This design comes from an exercise in tuning for small area on the open sky130 flow, not from production work. The RTL was checked by simulation tests, not by an equivalence proof against the original design.

==> flow/design.v <==
package motion_overlay_pkg;
    localparam int coord_width = 10;
    typedef logic [coord_width-1:0] coord_t;
    typedef struct packed {
        coord_t x;
        coord_t y;
    } point_t;
    typedef struct packed {
        logic   de;
        coord_t x;
        coord_t y;
    } raster_t;
    typedef struct packed {
        logic   valid;
        point_t pos;
    } shot_mark_t;
    localparam int shot_mark_width = 1 + 2 * coord_width;
    typedef logic [15:0] rgb565_t;
    typedef struct packed {
        logic [3:0] r;
        logic [3:0] g;
        logic [3:0] b;
    } rgb444_t;
    localparam int fb_shift = 2;
    localparam int fb_addr_width = $clog2(160 * 120);
    typedef logic [fb_addr_width-1:0] fb_addr_t;
    localparam int ring_inner_sq = 256;
    localparam int ring_outer_sq = 400;
    localparam int cross_half_width = 2;
    localparam int shot_radius_sq = 144;
    localparam logic [3:0] motion_tint = 4'd3;
endpackage
`timescale 1ns/10ps
module rc_sub #(
    parameter int W = 8
) (
    input  logic [W-1:0] a,
    input  logic [W-1:0] b,
    output logic [W-1:0] d,
    output logic         nb
);
    logic [W:0] c;
    assign c[0] = 1'b1;
    for (genvar j = 0; j < W; j++) begin : g_bit
        assign d[j]   = a[j] ^ ~b[j] ^ c[j];
        assign c[j+1] = (a[j] & ~b[j]) | (a[j] & c[j]) | (~b[j] & c[j]);
    end
    assign nb = c[W];
endmodule
module rc_addc #(
    parameter int W = 8
) (
    input  logic [W-1:0] a,
    input  logic [W-1:0] b,
    input  logic         ci,
    output logic [W-1:0] s,
    output logic         co
);
    logic [W:0] c;
    assign c[0] = ci;
    for (genvar j = 0; j < W; j++) begin : g_bit
        assign s[j]   = a[j] ^ b[j] ^ c[j];
        assign c[j+1] = (a[j] & b[j]) | (a[j] & c[j]) | (b[j] & c[j]);
    end
    assign co = c[W];
endmodule
module rc_add #(
    parameter int W  = 8,
    parameter int WB = 8
) (
    input  logic [W-1:0]  a,
    input  logic [WB-1:0] b,
    input  logic          ci,
    output logic [W-1:0]  s
);
    logic [W:0] c;
    assign c[0] = ci;
    for (genvar j = 0; j < W; j++) begin : g_bit
        if (j < WB) begin : g_fa
            assign s[j]   = a[j] ^ b[j] ^ c[j];
            assign c[j+1] = (a[j] & b[j]) | (a[j] & c[j]) | (b[j] & c[j]);
        end else begin : g_ha
            assign s[j]   = a[j] ^ c[j];
            assign c[j+1] = a[j] & c[j];
        end
    end
endmodule
module centroid_tracker (
    input  logic       clk,
    input  logic       reset,
    input  logic       active,
    input  logic       frame_end,
    input  logic [9:0] px,
    input  logic [8:0] py,
    input  logic       motion_flag,
    output logic [9:0] ncx,    
    output logic [8:0] ncy,
    output logic       motion_valid
);
    logic [18:0] count;
    logic        pend;
    logic        hit;
    logic [18:0] count_b;
    logic [18:0] count_n;
    logic        qr;
    logic        at1023;
    logic [19:0] ax, ay;
    logic [9:0]  qx;
    logic [8:0]  qy;
    assign hit     = active & motion_flag;
    assign count_b = count & {19{~pend}};
    rc_add #(.W(19), .WB(1)) u_add_n (.a(count_b), .b(1'b0), .ci(hit), .s(count_n));
    assign qr     = |count_b[18:10];
    assign at1023 = &count_b[9:0] & ~qr;
    always_ff @(posedge clk or posedge reset) begin
        if (reset)
            pend <= 1'b1;
        else
            pend <= frame_end;
    end
    always_ff @(posedge clk) begin
        count <= count_n;
    end
    mean_axis #(.XW(10)) u_mx (
        .clk(clk), .pend(pend), .hit(hit), .x(px & {10{hit}}),
        .count_n(count_n), .qr(qr), .conv(hit & at1023), .a(ax), .q(qx)
    );
    mean_axis #(.XW(9)) u_my (
        .clk(clk), .pend(pend), .hit(hit), .x(py & {9{hit}}),
        .count_n(count_n), .qr(qr), .conv(hit & at1023), .a(ay), .q(qy)
    );
    logic        qr_f;
    logic [19:0] num;
    logic [9:0]  quo;
    logic [9:0]  cx_f;
    logic [8:0]  cy_f;
    assign qr_f = |count[18:10];
    assign num  = pend ? ay : ax;
    small_div u_div (.num(num), .den(count[9:0]), .quo(quo));
    assign cx_f = qr_f ? qx : quo;
    assign cy_f = qr_f ? qy : quo[8:0];
    logic [8:0] ncy_q;
    always_ff @(posedge clk) begin
        if (frame_end) ncx <= ~cx_f;
        if (pend) ncy_q <= ~cy_f;
    end
    assign ncy = pend ? ~cy_f : ncy_q;
    always_ff @(posedge clk or posedge reset) begin
        if (reset)
            motion_valid <= 1'b0;
        else if (frame_end)
            motion_valid <= |count_b;
    end
endmodule
module mean_axis #(
    parameter int XW = 10
) (
    input  logic          clk,
    input  logic          pend,
    input  logic          hit,
    input  logic [XW-1:0] x,         
    input  logic [18:0]   count_n,   
    input  logic          qr,        
    input  logic          conv,      
    output logic [19:0]   a,
    output logic [XW-1:0] q
);
    logic [19:0]   a_b;
    logic [XW-1:0] q_b;
    logic [XW:0]   d;
    logic [19:0]   t;
    logic [19:0]   u;
    logic          sgn;
    logic          dec, inc;
    logic [XW-1:0] q_pm;
    logic [19:0]   a_n;
    logic [XW-1:0] q_n;
    assign a_b = a & {20{~pend}};
    assign q_b = q & {XW{~pend}};
    rc_addc #(.W(XW+1)) u_d (.a({1'b0, x}), .b(~{1'b0, q_b & {XW{hit}}}), .ci(1'b1), .s(d), .co());
    rc_addc #(.W(20)) u_t (.a(a_b), .b({{(19-XW){d[XW]}}, d}), .ci(1'b0), .s(t), .co());
    assign sgn = t[19];
    rc_addc #(.W(20)) u_u (.a(t), .b({1'b0, count_n} ^ {20{~sgn}}), .ci(~sgn), .s(u), .co());
    assign dec = qr & sgn;
    assign inc = qr & ~sgn & ~u[19];
    rc_addc #(.W(XW)) u_q (.a(q_b), .b({XW{dec}}), .ci(inc), .s(q_pm), .co());
    assign a_n = conv ? {10'd0, t[9:0]} : ((dec | inc) ? u : t);
    assign q_n = q_pm | (t[XW+9:10] & {XW{conv}});
    always_ff @(posedge clk) begin
        a <= a_n;
        q <= q_n;
    end
endmodule
module small_div (
    input  logic [19:0] num,
    input  logic [9:0]  den,
    output logic [9:0]  quo
);
    logic [19:0] rem [11];
    assign rem[10] = num;
    for (genvar i = 9; i >= 0; i--) begin : g_stage
        logic [10:0] part;
        logic [10:0] diff;
        logic        ge;
        assign part = rem[i+1][i+10:i];
        rc_addc #(.W(11)) u_sub (.a(part), .b(~{1'b0, den}), .ci(1'b1), .s(diff), .co(ge));
        assign quo[i] = ge;
        always_comb begin
            rem[i] = rem[i+1];
            if (ge) rem[i][i+10:i] = diff;
        end
    end
endmodule
`timescale 1ns/10ps
module shot_recorder #(
    parameter int SHOT_DEPTH = 6
) (
    input  logic                    clk,
    input  logic                    reset,
    input  logic                    shot_btn,
    input  logic [9:0]              ncx,
    input  logic [8:0]              ncy,
    input  logic                    motion_valid,
    output logic [SHOT_DEPTH-1:0]   sv,
    output logic [SHOT_DEPTH*10-1:0] sx,
    output logic [SHOT_DEPTH*9-1:0]  sy
);
    logic btn_meta;
    logic btn_sync;
    logic record;
    always_ff @(posedge clk or posedge reset) begin
        if (reset) begin
            btn_meta <= 1'b0;
            btn_sync <= 1'b0;
        end else begin
            btn_meta <= shot_btn;
            btn_sync <= btn_meta;
        end
    end
    assign record = btn_meta & ~btn_sync & motion_valid;
    always_ff @(posedge clk or posedge reset) begin
        if (reset)
            sv <= '0;
        else if (record)
            sv <= {sv[SHOT_DEPTH-2:0], 1'b1};
    end
    always_ff @(posedge clk) begin
        if (record) begin
            sx <= {sx[(SHOT_DEPTH-1)*10-1:0], ncx};
            sy <= {sy[(SHOT_DEPTH-1)*9-1:0], ncy};
        end
    end
endmodule
`timescale 1ns/10ps
module overlay_mixer #(
    parameter int SHOT_DEPTH = 6
) (
    input  logic                     active,
    input  logic [9:0]               px,
    input  logic [9:0]               py,
    input  logic                     motion_flag,
    input  logic [15:0]              img_data,
    input  logic [9:0]               ncx,    
    input  logic [8:0]               ncy,
    input  logic                     motion_valid,
    input  logic [SHOT_DEPTH-1:0]    sv,
    input  logic [SHOT_DEPTH*10-1:0] sx,     
    input  logic [SHOT_DEPTH*9-1:0]  sy,
    output logic [14:0]              fb_addr,
    output logic [11:0]              rgb
);
    logic [9:0] px16, px32;
    logic [8:0] py16, py32;
    rc_add #(.W(6), .WB(1)) u_px16 (.a(px[9:4]), .b(1'b1), .ci(1'b0), .s(px16[9:4]));
    rc_add #(.W(5), .WB(1)) u_px32 (.a(px[9:5]), .b(1'b1), .ci(1'b0), .s(px32[9:5]));
    rc_add #(.W(5), .WB(1)) u_py16 (.a(py[8:4]), .b(1'b1), .ci(1'b0), .s(py16[8:4]));
    rc_add #(.W(4), .WB(1)) u_py32 (.a(py[8:5]), .b(1'b1), .ci(1'b0), .s(py32[8:5]));
    assign px16[3:0] = px[3:0];
    assign px32[4:0] = px[4:0];
    assign py16[3:0] = py[3:0];
    assign py32[4:0] = py[4:0];
    logic [9:0] fb_a, fb_hi;
    rc_add #(.W(10), .WB(9)) u_fb0 (.a({1'b0, py[8:2], 2'b00}), .b({2'b00, py[8:2]}), .ci(1'b0), .s(fb_a));
    rc_add #(.W(10), .WB(3)) u_fb1 (.a(fb_a), .b(px[9:7]), .ci(1'b0), .s(fb_hi));
    assign fb_addr = {fb_hi, px[6:2]} & {15{active}};
    logic [9:0] rtx;
    logic [8:0] rty;
    logic       on_reticle;
    rc_addc #(.W(10)) u_rx (.a(px32), .b(ncx), .ci(1'b1), .s(rtx), .co());
    rc_addc #(.W(9))  u_ry (.a(py32), .b(ncy), .ci(1'b1), .s(rty), .co());
    assign on_reticle = motion_valid && rtx[9:6] == 4'd0 && rty[8:6] == 3'd0 && reticle_fn(rtx[5:0], rty[5:0]);
    logic [SHOT_DEPTH-1:0] shot_hit;
    for (genvar i = 0; i < SHOT_DEPTH; i++) begin : g_shot
        logic [9:0] tx;
        logic [8:0] ty;
        rc_addc #(.W(10)) u_sx (.a(px16), .b(sx[i*10 +: 10]), .ci(1'b1), .s(tx), .co());
        rc_addc #(.W(9))  u_sy (.a(py16), .b(sy[i*9 +: 9]), .ci(1'b1), .s(ty), .co());
        assign shot_hit[i] = sv[i] && tx[9:5] == 5'd0 && ty[8:5] == 4'd0 && disc_fn(tx[4:0], ty[4:0]);
    end
    always_comb begin
        rgb = 12'h000;
        if (active) begin
            if (on_reticle)
                rgb = 12'hf00;
            else if (|shot_hit)
                rgb = 12'h000;
            else if (motion_flag)
                rgb = {img_data[15:12] + 4'd3, img_data[10:7], img_data[4:1]};
            else
                rgb = {img_data[15:12], img_data[10:7], img_data[4:1]};
        end
    end
    function automatic logic reticle_fn(input logic [5:0] tx, input logic [5:0] ty);
        logic [4095:0] t;
        t = 4096'h0000000000000000000000000000000000000000000000000000000000000000000000000000000000000000000000000000000000000000000000000000000000000000000000000000000000000000000000000000000000000001000000000000007ffc000000000001ffff000000000007ffffc0000000001ffffff0000000003fc7c7f8000000007f07c1fc00000000fc07c07e00000001f807c03f00000001f007c01f00000003e007c00f80000003c007c00780000007c007c007c00000078007c003c000000f8007c003e000000f0007c001e000000f0007c001e000000f0007c001e000000fffffffffe000000fffffffffe000001ffffffffff000000fffffffffe000000fffffffffe000000f0007c001e000000f0007c001e000000f0007c001e000000f8007c003e00000078007c003c0000007c007c007c0000003c007c00780000003e007c00f80000001f007c01f00000001f807c03f00000000fc07c07e000000007f07c1fc000000003fc7c7f8000000001ffffff00000000007ffffc00000000001ffff0000000000007ffc0000000000000100000000000000000000000000000000000000000000000000000000000000000000000000000000000000000000000000000000000000000000000000000000000000000000000000000000000000000000000000000000000000000000000000000000;
        reticle_fn = t[{tx, ty}];
    endfunction
    function automatic logic disc_fn(input logic [4:0] tx, input logic [4:0] ty);
        logic [1023:0] t;
        t = 1024'h00000000000000000000000000010000001ff000007ffc0000fffe0001ffff0003ffff8007ffffc007ffffc00fffffe00fffffe00fffffe00fffffe01ffffff00fffffe00fffffe00fffffe00fffffe007ffffc007ffffc003ffff8001ffff0000fffe00007ffc00001ff0000001000000000000000000000000000000000000;
        disc_fn = t[{tx, ty}];
    endfunction
endmodule
`timescale 1ns/10ps
module motion_overlay_top #(
    parameter int SHOT_DEPTH = 6
) (
    input  logic                         clk,
    input  logic                         reset,
    input  motion_overlay_pkg::raster_t  pixel,
    input  logic                         motion_flag,
    input  logic                         shot_btn,
    input  motion_overlay_pkg::rgb565_t  img_data,
    output motion_overlay_pkg::fb_addr_t fb_addr,
    output motion_overlay_pkg::rgb444_t  rgb
);
    logic                    active;
    logic                    frame_end;
    logic [9:0]              ncx;
    logic [8:0]              ncy;
    logic                    motion_valid;
    logic [SHOT_DEPTH-1:0]   sv;
    logic [SHOT_DEPTH*10-1:0] sx;
    logic [SHOT_DEPTH*9-1:0]  sy;
    assign active = pixel.de && !(pixel.x[9] && (pixel.x[8] || pixel.x[7])) &&
                    !pixel.y[9] && !(&pixel.y[8:5]);
    assign frame_end = (pixel.x == 10'd640) && (pixel.y == 10'd480);
    centroid_tracker u_tracker (
        .clk         (clk),
        .reset       (reset),
        .active      (active),
        .frame_end   (frame_end),
        .px          (pixel.x),
        .py          (pixel.y[8:0]),
        .motion_flag (motion_flag),
        .ncx         (ncx),
        .ncy         (ncy),
        .motion_valid(motion_valid)
    );
    shot_recorder #(.SHOT_DEPTH(SHOT_DEPTH)) u_shots (
        .clk         (clk),
        .reset       (reset),
        .shot_btn    (shot_btn),
        .ncx         (ncx),
        .ncy         (ncy),
        .motion_valid(motion_valid),
        .sv          (sv),
        .sx          (sx),
        .sy          (sy)
    );
    overlay_mixer #(.SHOT_DEPTH(SHOT_DEPTH)) u_mixer (
        .active      (active),
        .px          (pixel.x),
        .py          (pixel.y),
        .motion_flag (motion_flag),
        .img_data    (img_data),
        .ncx         (ncx),
        .ncy         (ncy),
        .motion_valid(motion_valid),
        .sv          (sv),
        .sx          (sx),
        .sy          (sy),
        .fb_addr     (fb_addr),
        .rgb         (rgb)
    );
endmodule
`timescale 1ns/10ps
module motion_overlay_chip (
    input  logic        clk,
    input  logic        reset,
    input  logic        pixel_de,
    input  logic [9:0]  pixel_x,
    input  logic [9:0]  pixel_y,
    input  logic        motion_flag,
    input  logic        shot_btn,
    input  logic [15:0] img_data,
    output logic [14:0] fb_addr,
    output logic [11:0] rgb
);
    motion_overlay_pkg::raster_t pixel;
    motion_overlay_pkg::rgb444_t rgb_s;
    assign pixel.de = pixel_de;
    assign pixel.x  = pixel_x;
    assign pixel.y  = pixel_y;
    assign rgb      = rgb_s;
    motion_overlay_top u_top (
        .clk        (clk),
        .reset      (reset),
        .pixel      (pixel),
        .motion_flag(motion_flag),
        .shot_btn   (shot_btn),
        .img_data   (img_data),
        .fb_addr    (fb_addr),
        .rgb        (rgb_s)
    );
endmodule
==> flow/run.sh <==
#!/bin/bash
# synth_recipe.tcl (not shown) runs the flow's synth.tcl, then flattens the netlist and writes it again
# the make line also repeats each setting of config.mk as NAME=value (left out here)
make -C /OpenROAD-flow-scripts/flow DESIGN_CONFIG=/design/flow/config.mk WORK_HOME=/design/flow/orfs CLKGATE_MAP_FILE= SYNTH_SCRIPT=/design/flow/synth_recipe.tcl finish
==> flow/config.mk <==
export PLATFORM = sky130hd
export DESIGN_NAME = motion_overlay_chip
export DESIGN_NICKNAME = motion_overlay_chip
export VERILOG_FILES = /design/flow/design.v
export SDC_FILE = /design/flow/constraint.sdc
export NUM_CORES = 4
export LEC_CHECK = 0
export ABC_AREA = 1
export CAP_MARGIN = 20
export CORE_MARGIN = 2
export CORE_UTILIZATION = 40
export CTS_BUF_LIST = sky130_fd_sc_hd__clkbuf_8
export CTS_CLUSTER_DIAMETER = 60
export CTS_CLUSTER_SIZE = 12
export SLEW_MARGIN = 20
==> flow/constraint.sdc <==
create_clock -name core_clock -period 100.0 [get_ports {clk}]
set_input_delay 20.0000 -clock core_clock [delete_from_list [all_inputs] [get_ports {clk}]]
set_output_delay 20.0000 -clock core_clock [all_outputs]
set_load 0.01 [all_outputs]
==> impl_metrics.csv, run 1 <==
group,metric,value,unit
setup_path,cp-end-kind,"primary output",
timing,tightest_slew,1.008,ns
clock_tree,root_buffer,"clkbuf_8",
finish,stdcell_area,22810,sq um
outcome,outcome,"no timing/DRC/antenna violations",
finish,area_growth,8.368,%
routing,routed_wl,53010,um
logic_synthesis,syn_nets,2768,
placed_design,dpl.hpwl,42340,um
timing,clock_skew,0.02297,ns
setup_path,r2r-end,"u_top.u_shots.sy[0]",
min_path,min_path_cells,0,
floorplanning,rows,84,
clock_tree,cts.sinks,221,
timing,fin_crit,66.90,ns
routing,drtIter0Drc,794,
grt,overflow,0,
logic_synthesis,synth_top_area_share,28.34,%
routing,ant_nets,0,
floorplanning,die_area,54480,sq um
timing,hold_viol,0,
routing,vias,15710,
timing,timing.hold.ws,0.4002,ns
setup_path,worst-path-max-fanout,47,
setup_path,slowest_stage,"fa_1",
routing,drc,0,
placed_design,io_buffers,63,
setup_path,worstRegToRegCells,149,
setup_path,critical_path_arrival,46.90,ns
setup_path,critPathKind,"reg -> out",
setup_path,cp_data_required_time,80.00,ns
timing,rsz0062_at_grt,"no",
finish,postLayoutCoreUtil,43.59,%
finish,fillerInstances,5177,
logic_synthesis,avgSynthCellArea,8.920,sq um
placed_design,post-place-cells,3079,
timing,clock.fmax,14.95,MHz
logic_synthesis,netlist.top_cell.by_area,"fa_1",
floorplanning,die_h,233.4,um
logic_synthesis,async_reset_ff_share,4.525,%
setup_path,worst_path_most_repeated_cell,"fa_1",
min_path,hold-path-endpoint,"u_top.u_shots.btn_sync",
clock_tree,cts_setup_buffers,0,
routing,first_pass_iters,5,
min_path,min_path_type,"reg -> reg",
floorplanning,io_pins,68,
finish,drive_above_1_share,4.817,%
grt,grt_pass1_vias,16330,
grt,grt_pass1_wl,86670,um
routing,viasPerCell,5.039,
clock_tree,cts_max_level,1,
clock_tree,postCtsHoldBufs,0,
finish,n_antenna_cell,0,
placed_design,routabilityCongestion,0.8704,
routing,wl_per_cell,17.01,um
logic_synthesis,syn-cell-area,21050,sq um
logic_synthesis,synth_flop_cell,"edfxtp_1",
setup_path,crit_buf_inv,33,
clock_tree,cts_tree,"built",
clock_tree,cts_buffers,22,
setup_path,cp-start-kind,"flip-flop",
logic_synthesis,synth-edff-count,124,
logic_synthesis,ys_ff_latch,221,
timing,slew_violations,0,
clock_tree,post_cts_resized,0,
floorplanning,die_w,233.4,um
timing,period_share,66.90,%
finish,fin_nets,2823,
grt,grt_max_degree,75,
setup_path,r2r_slack,59.07,ns
clock_tree,clk_pin_slew,0.09,ns
floorplanning,initial_utilization,40.22,%
logic_synthesis,synthTopCellsByArea,"fa_1 28%, edfxtp_1 18%, inv_1 8.7%",
timing,max_slew_margin,32.77,%
grt,grt_antenna_before_repair,0,
clock_tree,clk_path_buf_depth,3,
logic_synthesis,yosysSeqAreaShare,27.16,%
setup_path,critPathMaxStageDelay,0.87,ns
grt,grt_usage,20.26,%
job,drv_cap,0,
timing,finalSetupTns,0,ns
timing,finalSetupViolCount,0,
logic_synthesis,ys_warn_count,7,
logic_synthesis,yosysUniqueCellTypes,60,
finish,final_cells,3117,
clock_tree,insertion_delay,0.58,ns
min_path,hold_start,"u_top.u_shots.btn_meta",
logic_synthesis,synthCells,2360,
floorplanning,core,52340,sq um
setup_path,crit_family,"adder cells",
setup_path,reg2reg_from,"u_top.u_tracker.pend",
placed_design,place_area,22440,sq um
how the worst max path moves through the flow:
stage	endpoint	depth (start not counted)	from	slack, ns
floorplan	rgb[0]	179	u_top.u_tracker.pend	37.67
global placement	rgb[7]	172	u_top.u_tracker.pend	33.99
detailed placement	rgb[2]	171	u_top.u_tracker.pend	33.39
CTS	rgb[1]	171	u_top.u_tracker.pend	32.68
global route	rgb[2]	171	u_top.u_tracker.pend	30.47
finish	rgb[1]	172	u_top.u_tracker.pend	33.10
cells in the mapped netlist (5+ instances only):
cell type,n
o21bai_1,16
nand3_2,5
o21ai_1,8
nand3_4,9
inv_1,489
buf_6,9
nand3_1,79
a221oi_1,9
ha_1,69
nor3_1,18
o311ai_0,8
o211ai_1,27
xor2_1,55
nand2_1,423
o21ai_0,100
o21a_1,8
edfxtp_1,124
dfrtp_1,9
o31ai_1,5
a31oi_1,8
nand4_1,22
o221ai_1,11
nand2_4,9
fa_1,298
or2_2,5
nor4_1,11
xnor2_1,20
o22ai_1,9
a211oi_1,9
nand2_2,8
clkbuf_1,35
a21oi_1,96
dfxtp_1,87
nor2_1,200
mux2_2,15
nor2_2,7
buf_1,5
per-layer routing:
layer  vias up  share of wire (%)  routed length (um)  track usage, %
li1       7569                  -                   -               -
met1      7746                 42               22070           25.24
met2       318                 53               27860           37.30
met3        75                3.5                1879           2.502
met4         0                2.3                1194           4.549
met5         -                  0                   0               0
stage by stage:
step | setup WS, ns
5_1_grt | 30.47
3_3_place_gp | 33.99
3_5_place_dp | 33.39
2_1_floorplan | 37.67
6_report | 33.10
4_1_cts | 32.68
final cells by class:
cell class	instances	area (sq um)	share of cell area (%)
Multi-Input combinational cell	1592	13230	57.97
Sequential cell	221	5717	25.06
Inverter	495	1861	8.156
Tap cell	688	860.8	3.773
Timing Repair Buffer	83	780.7	3.422
Clock buffer	22	302.8	1.327
Clock inverter	16	66.31	0.2907
cells in the final DEF, fill, tap and decap left out, drive strengths merged, types with 11 or more instances in the layout:
cell type and instances:
nand4 22, xor2 55, mux2 15, nand2 440
o21bai 16, o21ai 109, clkbuf 22, ha 69
nor4 11, nor3 18, edfxtp 124, buf 20
fa 298, nor2 209, xnor2 20, o221ai 11
nand3 93, clkdlybuf4s50 63, o211ai 27, a21oi 97
inv 507, dfxtp 87
flip-flops by register name, summed over array words and instances, names as in the netlist, 9 cells and up:
name and cells:
u_top.u_shots.sy 54, u_top.u_tracker.u_my.q 9, u_top.u_tracker.u_mx.q 10, u_top.u_tracker.u_my.a 20, u_top.u_tracker.ncy_q 9, u_top.u_tracker.u_mx.a 20, u_top.u_tracker.ncx 10, u_top.u_shots.sx 60
u_top.u_tracker.count 19
logic make-up (layout without fill, tap and decap cells):
| logic type | Yosys count | count (layout) | synth area share (%) |
|---|---|---|---|
| DFF | 221 | 221 | 27.16 |
| and+or+nand+nor | 804 | 804 | 16.76 |
| muxes | 15 | 15 | 0.8024 |
| AOI/OAI and AO/OA | 331 | 331 | 9.581 |
| adders and majority gates | 367 | 367 | 32.44 |
| xor gates and xnor gates | 75 | 75 | 3.120 |
| buffers and inverters | 547 | 616 | 10.14 |
==> run 2, diff against run 1 <==
--- a/flow/config.mk
+++ b/flow/config.mk
@@ -10,6 +10,6 @@
 export CORE_MARGIN = 2
 export CORE_UTILIZATION = 40
-export CTS_BUF_LIST = sky130_fd_sc_hd__clkbuf_8
-export CTS_CLUSTER_DIAMETER = 60
-export CTS_CLUSTER_SIZE = 12
+export CTS_BUF_LIST = sky130_fd_sc_hd__clkbuf_16
+export CTS_CLUSTER_DIAMETER = 80
+export CTS_CLUSTER_SIZE = 24
 export SLEW_MARGIN = 20
==> run 2 against run 1 <==
  * Sequential cell count unchanged
  * Area after synthesis unchanged
  * Count of clock-buffer cells in the layout decreased by 7
  * Cell count decreased by 0.42%
  * Still clean on timing, DRC and antenna
==> impl_metrics.csv, run 2 <==
group,metric,value,unit
placed_design,dpl.hpwl,42340,um
floorplanning,io_pins,68,
setup_path,worst_path_most_repeated_cell,"fa_1",
timing,finalSetupViolCount,0,
floorplanning,rows,84,
clock_tree,insertion_delay,0.50,ns
routing,routed_wl,52790,um
logic_synthesis,yosysMostFrequentCell,"inv_1",
finish,n_antenna_cell,0,
placed_design,routabilityCongestion,0.8704,
timing,fin_crit,66.79,ns
routing,viasPerCell,5.046,
routing,wl_per_cell,17.01,um
timing,hold_viol,0,
job,drv_cap,0,
setup_path,timing.critical_path.from,"u_top.u_tracker.pend",
logic_synthesis,synthMuxAreaShare,0.8024,%
routing,first_pass_iters,5,
logic_synthesis,synthAdderAreaFrac,32.44,%
routing,ant_nets,0,
finish,drive_above_1_share,4.636,%
floorplanning,die_h,233.4,um
grt,grt_max_degree,75,
setup_path,critPathKind,"reg -> out",
finish,area_growth,8.909,%
floorplanning,die_area,54480,sq um
clock_tree,clk_pin_slew,0.08,ns
logic_synthesis,ys_warn_count,7,
placed_design,io_buffers,63,
timing,timing.hold.ws,0.3915,ns
finish,reg.largest.list,"u_top.u_shots.sx x60, u_top.u_shots.sy x54",
routing,vias,15660,
logic_synthesis,ys_ff_latch,221,
setup_path,critical_path_arrival,46.79,ns
logic_synthesis,async_reset_ff_share,4.525,%
floorplanning,initial_utilization,40.22,%
setup_path,r2r_slack,59.09,ns
timing,period_share,66.79,%
setup_path,reg2reg_from,"u_top.u_tracker.pend",
logic_synthesis,yosysUniqueCellTypes,60,
clock_tree,cts_buffers,15,
setup_path,r2r-end,"u_top.u_shots.sy[0]",
clock_tree,root_buffer,"clkbuf_16",
logic_synthesis,syn-cell-area,21050,sq um
grt,met1_usage,25.29,%
timing,slew_violations,0,
setup_path,worst-path-max-fanout,47,
logic_synthesis,synth-simple-area-share,16.76,%
grt,top_usage_layer,"met2",
routing,drtIter0Drc,843,
finish,largest_reg_flops,60,
timing,finalSetupTns,0,ns
logic_synthesis,synth-edff-count,124,
setup_path,cp_data_required_time,80.00,ns
clock_tree,postCtsHoldBufs,0,
grt,use_met2,37.09,%
finish,seq_area,5717,sq um
finish,fin_nets,2816,
outcome,outcome,"no timing/DRC/antenna violations",
logic_synthesis,yosys-top-cells-count,"489 x inv_1, 423 x nand2_1, 298 x fa_1",
logic_synthesis,yosysSeqAreaShare,27.16,%
logic_synthesis,netlist.top_cell.by_area,"fa_1",
clock_tree,cts.sinks,221,
finish,postLayoutCoreUtil,43.80,%
logic_synthesis,synth_xor_xnor_area_share,3.120,%
timing,rsz0062_at_grt,"no",
finish,final_cell_mix,"493 x inv_1, 423 x nand2_1, 298 x fa_1, 197 x nor2_1, 124 x edfxtp_1",
logic_synthesis,synth_top_area_share,28.34,%
logic_synthesis,synthCells,2360,
setup_path,cp-end-kind,"primary output",
timing,clock.fmax,14.97,MHz
timing,tightest_slew,1.002,ns
setup_path,slowest_stage,"fa_1",
grt,grt_usage,20.19,%
finish,mostFrequentLayoutCell,"inv_1",
clock_tree,clk_path_buf_depth,3,
timing,fin_ws,33.21,ns
logic_synthesis,synthTopCellsByArea,"fa_1 28%, edfxtp_1 18%, inv_1 8.7%",
grt,grt_pass1_vias,16270,
setup_path,critPathCapture,"rgb[1]",
clock_tree,post_cts_resized,0,
logic_synthesis,synth_compound_area_share,9.581,%
logic_synthesis,avgSynthCellArea,8.920,sq um
min_path,min_path_type,"reg -> reg",
grt,grt_antenna_before_repair,0,
logic_synthesis,synth_top_family_by_area,"adder cells",
logic_synthesis,synth_flop_cell,"edfxtp_1",
grt,grt_pass1_wl,86530,um
floorplanning,core,52340,sq um
clock_tree,cts_tree,"built",
placed_design,dpl_worst_slack,33.39,ns
setup_path,worstRegToRegCells,148,
routing,drc,0,
grt,overflow,0,
finish,regMostFlops,"u_top.u_shots.sx",
setup_path,critPathMaxStageDelay,0.86,ns
grt,use_met3,2.112,%
timing,max_slew_margin,33.22,%
setup_path,cp-start-kind,"flip-flop",
clock_tree,cts_setup_buffers,0,
clock_tree,cts_max_level,1,
floorplanning,die_w,233.4,um
finish,multi_input_area,13230,sq um
finish,fillerInstances,5156,
logic_synthesis,syn_nets,2768,
timing,clock_skew,0.02033,ns
-- run 2: layout make-up --
type	count	area share, %
Clock buffer	15	1.637
Sequential cell	221	24.93
Timing Repair Buffer	83	3.405
Inverter	495	8.115
Tap cell	688	3.755
Clock inverter	10	0.4693
Multi-Input combinational cell	1592	57.68
-- run 2: worst min-delay path by stage --
stage | startpoint | cells after the start | slack (ns) | end
finish | u_top.u_shots.btn_meta | 0 | 0.39 | u_top.u_shots.btn_sync
global route | u_top.u_shots.btn_meta | 0 | 0.42 | u_top.u_shots.btn_sync
CTS | u_top.u_shots.btn_meta | 0 | 0.40 | u_top.u_shots.btn_sync
detailed placement | u_top.u_shots.btn_meta | 0 | 0.37 | u_top.u_shots.btn_sync
global placement | u_top.u_shots.btn_meta | 0 | 0.37 | u_top.u_shots.btn_sync
floorplan | u_top.u_shots.btn_meta | 0 | 0.35 | u_top.u_shots.btn_sync
-- run 2: stage by stage --
step           area [sq um]  instances
2_1_floorplan         21050       2360
3_3_place_gp          22440       3079
3_5_place_dp          22440       3079
4_1_cts               22930       3104
5_1_grt               22930       3104
6_report              22930       3104
-- run 2: cells by family after synthesis --
kind of cell	count (synthesis)
AO/OA/AOI/OAI	331
adder cells (fa/ha/maj)	367
AND/OR/NAND/NOR	804
multiplexers	15
buffers and inverters	547
flip-flops	221
XOR/XNOR	75
-- run 2: worst max-delay path, delay by kind of cell (launching register included) --
family	cells	cell delay (ns)
and+or+nand+nor	42	5.05
adders and majority gates	87	34.87
AOI/OAI and AO/OA	9	1.70
DFF	1	0.52
buffers and inverters	33	4.05
-- run 2: routing by layer --
layer	up-vias	wire length, um
li1	7562	-
met1	7703	21780
met2	332	27820
met3	66	1887
met4	0	1301
met5	-	0
==> run 3, diff against run 2 <==
==> flow/flow/run.sh (new file) <==
#!/bin/bash
# Standard layout, with plain buf_1 cells as the port buffers and a
# power-recovery (cell downsizing) pass after the placement resize step.
set -o pipefail
cp standard.sh flow/standard.sh.txt 2>/dev/null
export BUFFER_PORTS_ARGS="-buffer_cell sky130_fd_sc_hd__buf_1"
export POST_RESIZE_TCL="$PWD/flow/post_resize.tcl"
bash standard.sh > standard.log 2>&1
==> flow/flow/post_resize.tcl (new file) <==
# trade the spare setup slack for smaller cells
repair_timing -recover_power 100 -verbose
==> flow/flow/standard.sh.txt (new file) <==
#!/bin/bash
# The standard flow's own layout of this design, on the ORFS make targets given (by default finish). After
# finish it leaves the final layout's DEF at /design/flow/out/final.def.
set -euo pipefail
make -C /OpenROAD-flow-scripts/flow DESIGN_CONFIG=/design/flow/config.mk WORK_HOME=/design/flow/orfs CLKGATE_MAP_FILE= SYNTH_SCRIPT=/design/flow/synth_recipe.tcl ABC_AREA=1 CAP_MARGIN=20 CORE_MARGIN=2 CORE_UTILIZATION=40 CTS_BUF_LIST=sky130_fd_sc_hd__clkbuf_8 CTS_CLUSTER_DIAMETER=60 CTS_CLUSTER_SIZE=12 SLEW_MARGIN=20 "${@:-finish}"
if [[ -f /design/flow/orfs/results/sky130hd/motion_overlay_chip/base/6_final.odb ]]; then
  : # left out here: write the final layout as DEF
fi
==> flow/standard.sh (new file) <==
#!/bin/bash
# synth_recipe.tcl (not shown) runs the flow's synth.tcl, then flattens the netlist and writes it again
# the make line also repeats each setting of config.mk as NAME=value (left out here)
make -C /OpenROAD-flow-scripts/flow DESIGN_CONFIG=/design/flow/config.mk WORK_HOME=/design/flow/orfs CLKGATE_MAP_FILE= SYNTH_SCRIPT=/design/flow/synth_recipe.tcl "${@:-finish}"
--- a/flow/config.mk
+++ b/flow/config.mk
@@ -10,6 +10,6 @@
 export CORE_MARGIN = 2
 export CORE_UTILIZATION = 40
-export CTS_BUF_LIST = sky130_fd_sc_hd__clkbuf_16
-export CTS_CLUSTER_DIAMETER = 80
-export CTS_CLUSTER_SIZE = 24
+export CTS_BUF_LIST = sky130_fd_sc_hd__clkbuf_8
+export CTS_CLUSTER_DIAMETER = 60
+export CTS_CLUSTER_SIZE = 12
 export SLEW_MARGIN = 20
removed: flow/run.sh
==> run 3 against run 2 <==
  * Still clean
  * Die area stayed put
  * Cell count is 0.64% higher
  * Sequential cell count did not move
  * Area after synthesis stayed put
  * Non-clock buffer count rose by 1
  * Critical path depth is the same
  * Worst setup slack got worse by 2.7 ns
  * Clock skew grew 0.0028 ns
==> impl_metrics.csv, run 3 <==
group,metric,value,unit
outcome,outcome,"no timing/DRC/antenna violations",
clock_tree,cts.sinks,221,
logic_synthesis,syn_nets,2768,
finish,largest_reg_flops,60,
routing,viasPerCell,5.042,
logic_synthesis,synth_flop_cell,"edfxtp_1",
clock_tree,clk_pin_slew,0.09,ns
timing,finalSetupTns,0,ns
placed_design,io_buffers,63,
setup_path,critical_path_arrival,49.51,ns
placed_design,place_area,21890,sq um
finish,regMostFlops,"u_top.u_shots.sx",
setup_path,cp-start-kind,"flip-flop",
setup_path,cp_data_required_time,80.00,ns
timing,slew_violations,0,
job,drv_cap,0,
clock_tree,post_cts_resized,0,
timing,clock_skew,0.02318,ns
clock_tree,cts_max_level,1,
finish,drive_above_1_share,4.516,%
logic_synthesis,yosys-top-cells-count,"489 x inv_1, 423 x nand2_1, 298 x fa_1",
routing,route.met2.wl,26650,um
routing,routed_wl,52450,um
timing,fin_ws,30.49,ns
logic_synthesis,avgSynthCellArea,8.920,sq um
floorplanning,die_w,233.4,um
grt,grt_antenna_before_repair,0,
timing,fin_crit,69.51,ns
logic_synthesis,yosysMostFrequentCell,"inv_1",
setup_path,worst_path_most_repeated_cell,"fa_1",
logic_synthesis,synthTopCellsByArea,"fa_1 28%, edfxtp_1 18%, inv_1 8.7%",
clock_tree,root_buffer,"clkbuf_8",
logic_synthesis,netlist.top_cell.by_area,"fa_1",
routing,route.top_layer_used,"met4",
routing,drtIter0Drc,822,
finish,final_cells,3124,
grt,grt_max_degree,76,
logic_synthesis,async_reset_ff_share,4.525,%
logic_synthesis,synthCells,2360,
timing,hold_viol,0,
setup_path,critPathMaxStageDelay,0.87,ns
timing,finalSetupViolCount,0,
finish,area_growth,6.431,%
setup_path,worst-path-max-fanout,32,
placed_design,dpl_worst_slack,28.07,ns
finish,fillerInstances,5189,
logic_synthesis,yosysUniqueCellTypes,60,
clock_tree,cts_buffers,24,
finish,n_antenna_cell,0,
routing,first_pass_iters,5,
clock_tree,cts_setup_buffers,0,
routing,wl_per_cell,16.79,um
logic_synthesis,synth_top_area_share,28.34,%
logic_synthesis,yosysSeqAreaShare,27.16,%
grt,overflow,0,
finish,mostFrequentLayoutCell,"inv_1",
setup_path,cp-end-kind,"primary output",
routing,ant_nets,0,
finish,final_cell_mix,"503 x inv_1, 423 x nand2_1, 298 x fa_1, 199 x nor2_1, 124 x edfxtp_1",
finish,fin_nets,2826,
routing,drc,0,
floorplanning,die_area,54480,sq um
timing,clock.fmax,14.39,MHz
finish,postLayoutCoreUtil,42.81,%
timing,tightest_slew,1.016,ns
logic_synthesis,ys_warn_count,7,
routing,wl_met3,2187,um
min_path,min_path_type,"reg -> reg",
grt,grt_pass1_vias,15840,
floorplanning,rows,84,
placed_design,routabilityCongestion,0.8843,
setup_path,critPathKind,"reg -> out",
timing,timing.hold.ws,0.3874,ns
placed_design,dpl.hpwl,42010,um
setup_path,slowest_stage,"fa_1",
routing,met1Wirelength,21300,um
grt,grt_pass1_wl,84860,um
finish,stdcell_area,22410,sq um
logic_synthesis,ys_ff_latch,221,
floorplanning,core,52340,sq um
routing,vias,15750,
finish,reg.largest.list,"u_top.u_shots.sx x60, u_top.u_shots.sy x54",
clock_tree,clk_path_buf_depth,3,
timing,period_share,69.51,%
floorplanning,io_pins,68,
placed_design,post-place-cells,3078,
timing,max_slew_margin,32.25,%
grt,grt_usage,20.08,%
logic_synthesis,synth-edff-count,124,
clock_tree,postCtsHoldBufs,0,
floorplanning,initial_utilization,40.22,%
clock_tree,insertion_delay,0.59,ns
timing,rsz0062_at_grt,"no",
floorplanning,die_h,233.4,um
clock_tree,cts_tree,"built",
logic_synthesis,syn-cell-area,21050,sq um
==> run 3: cell counts after synthesis <==
Identical to the previous run, type by type.
==> run 3: cell type report <==
cell class	instances	area, sq um	share of cell area (%)
clock inverter	18	87.58	0.3909
tap	688	860.8	3.842
timing repair buffer	84	412.9	1.843
inverter	495	1862	8.310
clock buffer	26	357.8	1.597
sequential	221	5717	25.52
multi-input combinational	1592	13110	58.50
==> run 3: worst max-delay path: cells and delay by family (launching register included) <==
| kind | cells | cell delay (ns) |
|---|---|---|
| simple gates | 42 | 7.55 |
| buf+inv | 33 | 4.45 |
| compound gates | 9 | 1.68 |
| fa+ha+maj | 87 | 34.59 |
| flops | 1 | 0.52 |
==> run 3: path summary, 6_finish.rpt <==
| kind | endpoint | slack [ns] | depth (start not counted) | from |
|---|---|---|---|---|
| worst max-delay path | rgb[6] | 30.49 | 171 | u_top.u_tracker.pend |
| worst min-delay path | u_top.u_shots.btn_sync | 0.39 | 0 | u_top.u_shots.btn_meta |
| worst max register to register | u_top.u_tracker.ncx[0] | 56.00 | 148 | u_top.u_tracker.pend |
| worst min register to register | u_top.u_shots.btn_sync | 0.39 | 0 | u_top.u_shots.btn_meta |
| max in group asynchronous | u_top.u_shots.sv[3] | 80.25 | 2 | reset |
| min in group asynchronous | u_top.u_shots.btn_sync | 19.39 | 2 | reset |
==> run 3: cell families after synthesis <==
| logic type | Yosys count | share of synthesized area [%] |
|---|---|---|
| and+or+nand+nor | 804 | 16.76 |
| muxes | 15 | 0.8024 |
| DFF | 221 | 27.16 |
| xor gates and xnor gates | 75 | 3.120 |
| adders and majority gates | 367 | 32.44 |
| buffers and inverters | 547 | 10.14 |
| AOI/OAI and AO/OA | 331 | 9.581 |
==> run 3: layer usage <==
layer  vias to the layer above  track usage, %
li1                       7574               -
met4                         0           7.872
met5                         -               0
met1                      7719           24.74
met3                        98           2.905
met2                       359           35.40
==> run 4, diff against run 3 <==
--- a/flow/design.v
+++ b/flow/design.v
@@ -296,5 +296,7 @@
         rc_addc #(.W(10)) u_sx (.a(px16), .b(sx[i*10 +: 10]), .ci(1'b1), .s(tx), .co());
         rc_addc #(.W(9))  u_sy (.a(py16), .b(sy[i*9 +: 9]), .ci(1'b1), .s(ty), .co());
-        assign shot_hit[i] = sv[i] && tx[9:5] == 5'd0 && ty[8:5] == 4'd0 && disc_fn(tx[4:0], ty[4:0]);
+        logic in_disc;
+        disc_fn u_disc (.tx(tx[4:0]), .ty(ty[4:0]), .hit(in_disc));
+        assign shot_hit[i] = sv[i] && tx[9:5] == 5'd0 && ty[8:5] == 4'd0 && in_disc;
     end
     always_comb begin
@@ -316,9 +318,109 @@
         reticle_fn = t[{tx, ty}];
     endfunction
-    function automatic logic disc_fn(input logic [4:0] tx, input logic [4:0] ty);
-        logic [1023:0] t;
-        t = 1024'h00000000000000000000000000010000001ff000007ffc0000fffe0001ffff0003ffff8007ffffc007ffffc00fffffe00fffffe00fffffe00fffffe01ffffff00fffffe00fffffe00fffffe00fffffe007ffffc007ffffc003ffff8001ffff0000fffe00007ffc00001ff0000001000000000000000000000000000000000000;
-        disc_fn = t[{tx, ty}];
-    endfunction
+endmodule
+module disc_fn (
+    input  logic [4:0] tx,
+    input  logic [4:0] ty,
+    output logic       hit
+);
+    logic new_n12;
+    logic new_n13;
+    logic new_n14;
+    logic new_n15;
+    logic new_n16;
+    logic new_n17;
+    logic new_n18;
+    logic new_n19;
+    logic new_n20;
+    logic new_n21;
+    logic new_n22;
+    logic new_n23;
+    logic new_n24;
+    logic new_n25;
+    logic new_n26;
+    logic new_n27;
+    logic new_n28;
+    logic new_n29;
+    logic new_n30;
+    logic new_n31;
+    logic new_n32;
+    logic new_n33;
+    logic new_n34;
+    logic new_n35;
+    logic new_n36;
+    logic new_n37;
+    logic new_n38;
+    logic new_n39;
+    logic new_n40;
+    logic new_n41;
+    logic new_n42;
+    logic new_n43;
+    logic new_n44;
+    logic new_n45;
+    logic new_n46;
+    logic new_n47;
+    logic new_n48;
+    logic new_n49;
+    logic new_n50;
+    logic new_n51;
+    logic new_n52;
+    logic new_n53;
+    logic new_n54;
+    logic new_n55;
+    logic new_n56;
+    logic new_n57;
+    logic new_n58;
+    logic new_n59;
+    logic new_n60;
+    assign new_n12 = ty[3] & ~ty[4];
+    assign new_n13 = ~ty[3] & ty[4];
+    assign new_n14 = ~new_n12 & ~new_n13;
+    assign new_n15 = ~ty[1] & ty[2];
+    assign new_n16 = ~ty[0] & new_n15;
+    assign new_n17 = ty[2] & ~ty[4];
+    assign new_n18 = ~ty[2] & ty[4];
+    assign new_n19 = ~new_n17 & ~new_n18;
+    assign new_n20 = ~new_n16 & new_n19;
+    assign new_n21 = ~tx[0] & ~tx[1];
+    assign new_n22 = ~tx[2] & new_n21;
+    assign new_n23 = new_n16 & ~new_n22;
+    assign new_n24 = ~new_n20 & ~new_n23;
+    assign new_n25 = ty[0] & ty[2];
+    assign new_n26 = ty[1] & ~new_n25;
+    assign new_n27 = ~new_n15 & ~new_n26;
+    assign new_n28 = tx[2] & ~new_n21;
+    assign new_n29 = tx[0] & tx[1];
+    assign new_n30 = ~ty[0] & ~new_n29;
+    assign new_n31 = new_n28 & ~new_n30;
+    assign new_n32 = ~new_n27 & new_n31;
+    assign new_n33 = new_n24 & ~new_n32;
+    assign new_n34 = new_n14 & ~new_n33;
+    assign new_n35 = ~tx[3] & ~new_n34;
+    assign new_n36 = ty[0] & new_n21;
+    assign new_n37 = new_n27 & ~new_n36;
+    assign new_n38 = new_n21 & ~new_n37;
+    assign new_n39 = tx[0] & ty[0];
+    assign new_n40 = new_n19 & ~new_n39;
+    assign new_n41 = new_n27 & new_n40;
+    assign new_n42 = ~new_n14 & ~new_n41;
+    assign new_n43 = ~new_n38 & new_n42;
+    assign new_n44 = new_n20 & new_n29;
+    assign new_n45 = ~new_n28 & ~new_n44;
+    assign new_n46 = new_n43 & new_n45;
+    assign new_n47 = ~new_n35 & ~new_n46;
+    assign new_n48 = tx[4] & ~new_n47;
+    assign new_n49 = ~tx[1] & new_n20;
+    assign new_n50 = tx[2] & ~new_n49;
+    assign new_n51 = new_n43 & new_n50;
+    assign new_n52 = ~tx[3] & ~new_n51;
+    assign new_n53 = tx[4] & ~new_n22;
+    assign new_n54 = tx[1] & ~ty[0];
+    assign new_n55 = ~tx[2] & ~new_n54;
+    assign new_n56 = ~new_n37 & new_n55;
+    assign new_n57 = new_n24 & ~new_n56;
+    assign new_n58 = new_n14 & ~new_n57;
+    assign new_n59 = ~new_n53 & ~new_n58;
+    assign new_n60 = ~new_n52 & new_n59;
+    assign hit = new_n48 | new_n60;
 endmodule
 `timescale 1ns/10ps
--- a/flow/config.mk
+++ b/flow/config.mk
@@ -6,5 +6,4 @@
 export NUM_CORES = 4
 export LEC_CHECK = 0
-export ABC_AREA = 1
 export CAP_MARGIN = 20
 export CORE_MARGIN = 2
removed: flow/flow/standard.sh.txt
==> run 4 against run 3 <==
  * Die area shrank 4.5%
  * Cell area is 4.3% lower
  * Area after synthesis is 4.6% lower
  * Sequential cell count unchanged
  * Still clean
  * Critical path depth shrank 16
  * Clock skew is 0.0026 ns lower
  * First-iteration DRC count up 13%
==> impl_metrics.csv, run 4 <==
group,metric,value,unit
routing,wl_per_cell,18.46,um
logic_synthesis,yosysUniqueCellTypes,87,
logic_synthesis,avgSynthCellArea,10.62,sq um
routing,vias,13780,
clock_tree,clk_path_buf_depth,3,
outcome,outcome,"no timing/DRC/antenna violations",
finish,drive_above_1_share,6.317,%
clock_tree,post_cts_resized,0,
setup_path,critical_path_arrival,52.82,ns
clock_tree,clk_pin_slew,0.10,ns
finish,mostFrequentLayoutCell,"fa_1",
logic_synthesis,yosys-top-cells-count,"298 x fa_1, 248 x inv_1, 153 x nand2_1",
floorplanning,die_w,228.1,um
finish,postLayoutCoreUtil,43.01,%
finish,regMostFlops,"u_top.u_shots.sx",
floorplanning,core,49860,sq um
logic_synthesis,yosysMostFrequentCell,"fa_1",
floorplanning,io_pins,68,
finish,final_cells,2620,
routing,ant_nets,0,
finish,final_cell_mix,"298 x fa_1, 256 x inv_1, 154 x nand2_1, 124 x edfxtp_1, 117 x nor2_1",
logic_synthesis,syn_nets,2299,
grt,grt_usage,19.19,%
clock_tree,cts.sinks,221,
logic_synthesis,synth_flop_cell,"edfxtp_1",
floorplanning,die_h,228.1,um
setup_path,slowest_stage,"dfstp_4",
timing,timing.hold.ws,0.3927,ns
timing,tightest_slew,0.9872,ns
placed_design,routabilityCongestion,0.9028,
logic_synthesis,syn-cell-area,20090,sq um
timing,slew_violations,0,
grt,grt_max_degree,71,
clock_tree,cts_max_level,1,
grt,grt_antenna_before_repair,1,
timing,rsz0062_at_grt,"no",
floorplanning,die_area,52030,sq um
setup_path,cp-end-kind,"primary output",
routing,drtIter0Drc,926,
finish,largest_reg_flops,60,
logic_synthesis,ys_ff_latch,221,
finish,stdcell_area,21450,sq um
routing,first_pass_iters,7,
clock_tree,insertion_delay,0.58,ns
finish,reg.largest.list,"u_top.u_shots.sx x60, u_top.u_shots.sy x54",
setup_path,critPathMaxStageDelay,1.01,ns
timing,finalSetupViolCount,0,
placed_design,io_buffers,63,
logic_synthesis,yosysSeqAreaShare,28.46,%
grt,overflow,0,
setup_path,worst-path-max-fanout,58,
finish,fin_nets,2342,
timing,period_share,72.82,%
logic_synthesis,synthTopCellsByArea,"fa_1 30%, edfxtp_1 19%, dfxtp_1 8.7%",
min_path,min_path_type,"reg -> reg",
routing,viasPerCell,5.258,
setup_path,cp_data_required_time,80.00,ns
floorplanning,initial_utilization,40.29,%
setup_path,critPathKind,"reg -> out",
job,drv_cap,0,
logic_synthesis,synthCells,1891,
clock_tree,root_buffer,"clkbuf_8",
timing,max_slew_margin,34.19,%
clock_tree,cts_tree,"built",
logic_synthesis,netlist.top_cell.by_area,"fa_1",
timing,hold_viol,0,
setup_path,worst_path_most_repeated_cell,"fa_1",
routing,routed_wl,48370,um
logic_synthesis,ys_warn_count,7,
placed_design,dpl.hpwl,39100,um
clock_tree,cts_setup_buffers,0,
floorplanning,rows,82,
timing,finalSetupTns,0,ns
logic_synthesis,synth_top_area_share,29.70,%
setup_path,cp-start-kind,"flip-flop",
routing,drc,0,
logic_synthesis,async_reset_ff_share,4.525,%
grt,grt_pass1_wl,79870,um
timing,fin_crit,72.82,ns
placed_design,place_area,20950,sq um
timing,clock_skew,0.02060,ns
finish,area_growth,6.758,%
clock_tree,postCtsHoldBufs,0,
logic_synthesis,synth-edff-count,124,
placed_design,post-place-cells,2579,
grt,grt_pass1_vias,14640,
timing,clock.fmax,13.73,MHz
clock_tree,cts_buffers,23,
run 4: path summary, 6_finish.rpt:
check                                            start  depth (start not counted)                            to  slack [ns]
worst min-delay path            u_top.u_shots.btn_meta                          0        u_top.u_shots.btn_sync        0.39
worst min register to register  u_top.u_shots.btn_meta                          0        u_top.u_shots.btn_sync        0.39
min in group asynchronous                        reset                          2  u_top.u_tracker.motion_valid       19.42
worst max register to register    u_top.u_tracker.pend                        133           u_top.u_shots.sy[0]       53.32
max in group asynchronous                        reset                          2           u_top.u_shots.sv[0]       80.22
worst max-delay path              u_top.u_tracker.pend                        155                        rgb[6]       27.18
run 4: stage by stage:
stage	setup slack, ns
after detailed placement	25.97
after CTS	25.27
final	27.18
after floorplan	34.17
after global routing	23.91
after global placement	30.20
run 4: kinds of logic (layout without fill, tap and decap cells):
| logic type | count (synthesis) | after routing | synth area share [%] |
|---|---|---|---|
| buf+inv | 312 | 368 | 5.998 |
| mux | 84 | 84 | 4.703 |
| compound gates | 326 | 326 | 10.92 |
| xor+xnor | 92 | 92 | 4.011 |
| other cells | 0 | 1 | 0 |
| flops | 221 | 221 | 28.46 |
| fa+ha+maj | 370 | 370 | 34.16 |
| simple gates | 486 | 486 | 11.75 |
run 4: worst max-delay path, delay by kind of cell, from the launching register on:
kind	cells	cell delay, ns
AO/OA/AOI/OAI	22	5.63
adder cells (fa/ha/maj)	87	34.60
buffers and inverters	20	2.95
flip-flops	1	1.01
multiplexers	7	3.01
AND/OR/NAND/NOR	19	4.89
run 4: area by class of cell:
cell class | instances | area [sq um]
inverter | 249 | 938.4
fill | 4839 | 28420
sequential | 221 | 5720
tap | 672 | 840.8
timing repair buffer | 81 | 367.9
antenna | 1 | 2.502
multi-input combinational | 1358 | 13160
clock buffer | 24 | 330.3
clock inverter | 14 | 90.09
run 4: per-layer routing:
| layer | vias to the layer above | global-route usage, % | part of all wire (%) |
|---|---|---|---|
| li1 | 6437 | - | - |
| met3 | 59 | 2.013 | 3.7 |
| met5 | - | 0 | 0 |
| met4 | 0 | 4.289 | 2.2 |
| met2 | 330 | 34.65 | 53 |
| met1 | 6951 | 24.82 | 41 |

port drivers added, routing unchanged:
The results above use ideal ports. As a check the final layouts listed here were re-extracted and re-timed, cells and wires unchanged. Step 1: set_driving_cell puts a clkbuf_16 on clk and a buf_2 on each other input, an assumption about the parent block. Step 2 adds t to the input delays and takes it off the output delays; t is the mean of the earliest and latest rising clock arrival at the registers after step 1. Input paths then give back, and output paths get back, about the clock's delay inside the block. Slacks: ideal / step 1 / step 2; pairs: ideal / step 1.
| run | shift t [ns] | setup slack, ns | hold slack, ns | cell pins on the clock port's net |
|---|---|---|---|---|
| run 1 | 0.625 | 33.103 / 33.048 / 33.673 | 0.400 / 0.400 / 0.400 | 1 |
| run 2 | 0.544 | 33.209 / 33.154 / 33.697 | 0.392 / 0.392 / 0.392 | 1 |
| run 3 | 0.633 | 30.491 / 30.438 / 31.071 | 0.387 / 0.387 / 0.387 | 1 |
| run 4 | 0.621 | 27.184 / 27.130 / 27.750 | 0.393 / 0.393 / 0.393 | 1 |
After both steps setup and hold are still met in every run listed.
